Context: an optimization exercise on an open-source flow, tuned for small area, a short achievable clock period and few clock cycles per item. The choices shown serve that exercise and are no tape-out recipe.
Power and IR drop assume default switching activity.

==> module pipe_divider, before the edit <==
module pipe_divider (
    input  logic        clk,
    input  logic        rst,
    input  logic        in_valid,
    output logic        in_ready,
    input  logic [31:0] dividend,
    input  logic [31:0] divisor,
    output logic        out_valid,
    input  logic        out_ready,
    output logic [31:0] quotient,
    output logic [31:0] remainder,
    output logic        div_by_zero
);
    localparam logic [1:0] S_IDLE  = 2'd0;
    localparam logic [1:0] S_ALIGN = 2'd1;
    localparam logic [1:0] S_STEP  = 2'd2;
    localparam logic [1:0] S_DONE  = 2'd3;
    logic [1:0]  st;
    logic [31:0] rem;
    logic [31:0] dv;
    logic [31:0] q;
    logic [4:0]  cnt;
    logic        dz;
    logic [5:0]  clz_a;
    logic [5:0]  clz_b;
    logic [6:0]  shamt;
    logic        b_zero;
    logic        accept;
    logic [32:0] diff;
    logic        ge;
    pipe_divider_lzc u_lzc_a (.x(dividend), .n(clz_a));
    pipe_divider_lzc u_lzc_b (.x(divisor),  .n(clz_b));
    assign b_zero = clz_b[5];
    assign shamt  = {1'b0, clz_b} - {1'b0, clz_a};
    assign in_ready  = (st == S_IDLE) || (st == S_DONE && out_ready);
    assign accept    = in_valid && in_ready;
    assign out_valid = (st == S_DONE);
    assign diff = {1'b0, rem} - {1'b0, dv};
    assign ge   = !diff[32];
    always_ff @(posedge clk or posedge rst)
        if (rst)
            st <= S_IDLE;
        else if (accept)
            st <= (b_zero || shamt[6]) ? S_DONE : (shamt[4:0] == 5'd0) ? S_STEP : S_ALIGN;
        else if (st == S_ALIGN)
            st <= S_STEP;
        else if (st == S_STEP && cnt == 5'd0)
            st <= S_DONE;
        else if (st == S_DONE && out_ready)
            st <= S_IDLE;
    always_ff @(posedge clk)
        if (accept) begin
            rem <= dividend;
            dv  <= divisor;
            q   <= {32{b_zero}};
            cnt <= shamt[4:0];
            dz  <= b_zero;
        end else if (st == S_ALIGN) begin
            dv  <= dv << cnt;
        end else if (st == S_STEP) begin
            if (ge)
                rem <= diff[31:0];
            q   <= {q[30:0], ge};
            dv  <= dv >> 1;
            cnt <= cnt - 5'd1;
        end
    assign quotient    = q;
    assign remainder   = rem;
    assign div_by_zero = dz;
endmodule
make LEC_CHECK=0 ABC_CLOCK_PERIOD_IN_PS=2500 CAP_MARGIN=20 CORE_MARGIN=2 CORE_UTILIZATION=40 SETUP_SLACK_MARGIN=2.0 SLEW_MARGIN=20 finish   # period 5.5 ns
run.sh (not shown) runs the stock make flow with config.mk's settings and CLKGATE_MAP_FILE= SYNTH_SCRIPT=/design/flow/synth_recipe.tcl, a recipe that flattens the netlist after the stock synthesis.
Then changed:
--- a/flow/design.v
+++ b/flow/design.v
@@ -50,47 +50,65 @@
     logic [31:0] rem;
     logic [31:0] dv;
     logic [31:0] q;
     logic [4:0]  cnt;
     logic        dz;
+    logic        fin;      
+    logic [4:0]  ca;       
+    logic [4:0]  cb;       
     logic [5:0]  clz_a;
     logic [5:0]  clz_b;
-    logic [6:0]  shamt;
+    logic [31:0] a_smear;
     logic        b_zero;
+    logic        b_wider;
     logic        accept;
+    logic [4:0]  shamt;
+    logic        sh_zero;
+    logic        step;
     logic [32:0] diff;
     logic        ge;
     pipe_divider_lzc u_lzc_a (.x(dividend), .n(clz_a));
     pipe_divider_lzc u_lzc_b (.x(divisor),  .n(clz_b));
-    assign b_zero = clz_b[5];
-    assign shamt  = {1'b0, clz_b} - {1'b0, clz_a};
-    assign in_ready  = (st == S_IDLE) || (st == S_DONE && out_ready);
+    always_comb begin
+        a_smear[31] = dividend[31];
+        for (int i = 30; i >= 0; i--)
+            a_smear[i] = a_smear[i+1] | dividend[i];
+    end
+    assign b_wider = |(divisor & ~a_smear);
+    assign b_zero  = ~|divisor;
+    assign out_valid = (st == S_DONE) || (st == S_ALIGN && fin);
+    assign in_ready  = (st == S_IDLE) || (out_valid && out_ready);
     assign accept    = in_valid && in_ready;
-    assign out_valid = (st == S_DONE);
+    assign shamt   = cb - ca;
+    assign sh_zero = (cb == ca);
+    assign step    = (st == S_STEP) || (st == S_ALIGN && !fin && sh_zero);
     assign diff = {1'b0, rem} - {1'b0, dv};
     assign ge   = !diff[32];
     always_ff @(posedge clk or posedge rst)
         if (rst)
             st <= S_IDLE;
         else if (accept)
-            st <= (b_zero || shamt[6]) ? S_DONE : (shamt[4:0] == 5'd0) ? S_STEP : S_ALIGN;
-        else if (st == S_ALIGN)
-            st <= S_STEP;
+            st <= S_ALIGN;
+        else if (st == S_ALIGN && !fin)
+            st <= sh_zero ? S_DONE : S_STEP;
         else if (st == S_STEP && cnt == 5'd0)
             st <= S_DONE;
-        else if (st == S_DONE && out_ready)
+        else if (out_valid && out_ready)
             st <= S_IDLE;
     always_ff @(posedge clk)
         if (accept) begin
             rem <= dividend;
             dv  <= divisor;
             q   <= {32{b_zero}};
-            cnt <= shamt[4:0];
             dz  <= b_zero;
-        end else if (st == S_ALIGN) begin
-            dv  <= dv << cnt;
-        end else if (st == S_STEP) begin
+            fin <= b_zero || b_wider;
+            ca  <= clz_a[4:0];
+            cb  <= clz_b[4:0];
+        end else if (st == S_ALIGN && !fin && !sh_zero) begin
+            dv  <= dv << shamt;
+            cnt <= shamt;
+        end else if (step) begin
             if (ge)
                 rem <= diff[31:0];
             q   <= {q[30:0], ge};
             dv  <= dv >> 1;
             cnt <= cnt - 5'd1;
Outcome: Worst setup slack improved by 0.31 ns. Synthesized area grows by 2.8%. Synthesized cell count grows by 2.7%. Final cell count grows by 1.6%. Clock power grows by 64%.
Function was not checked in any run of this note: the RTL went through the layout flow alone.

==> static timing again, ports no longer ideal <==
The flow's constraints put no driver on any port. The routed layouts listed below were extracted and timed again, unchanged, in two steps.
Step 1: set_driving_cell puts a clkbuf_16 on clk and a buf_2 on each other input, an assumption about the parent block.
Step 2 times the ports against the registers' clock, not the clock port: input delays grow and output delays shrink by t, the midpoint of the rising clock arrivals with the driver on.
a / b / c = no drivers / after step 1 / after step 2; a / b = the first two.
| run | t, ns | setup slack, ns | worst setup path at the end | clock arrival spread, ns | slew at the worst register clock pin (ns) |
|---|---|---|---|---|---|
| the first run | 0.411 | 1.692 / 1.712 / 1.301 | input to register | 0.012 / 0.012 | 0.09 / 0.09 |
| the second run | 0.470 | 2.004 / 2.017 / 1.547 | input to register | 0.009 / 0.009 | 0.06 / 0.06 |
After both steps every run listed still meets setup and hold. The setup slack of the second run, which loses most, moves by +0.013 ns with the drivers and by -0.457 ns with both steps.
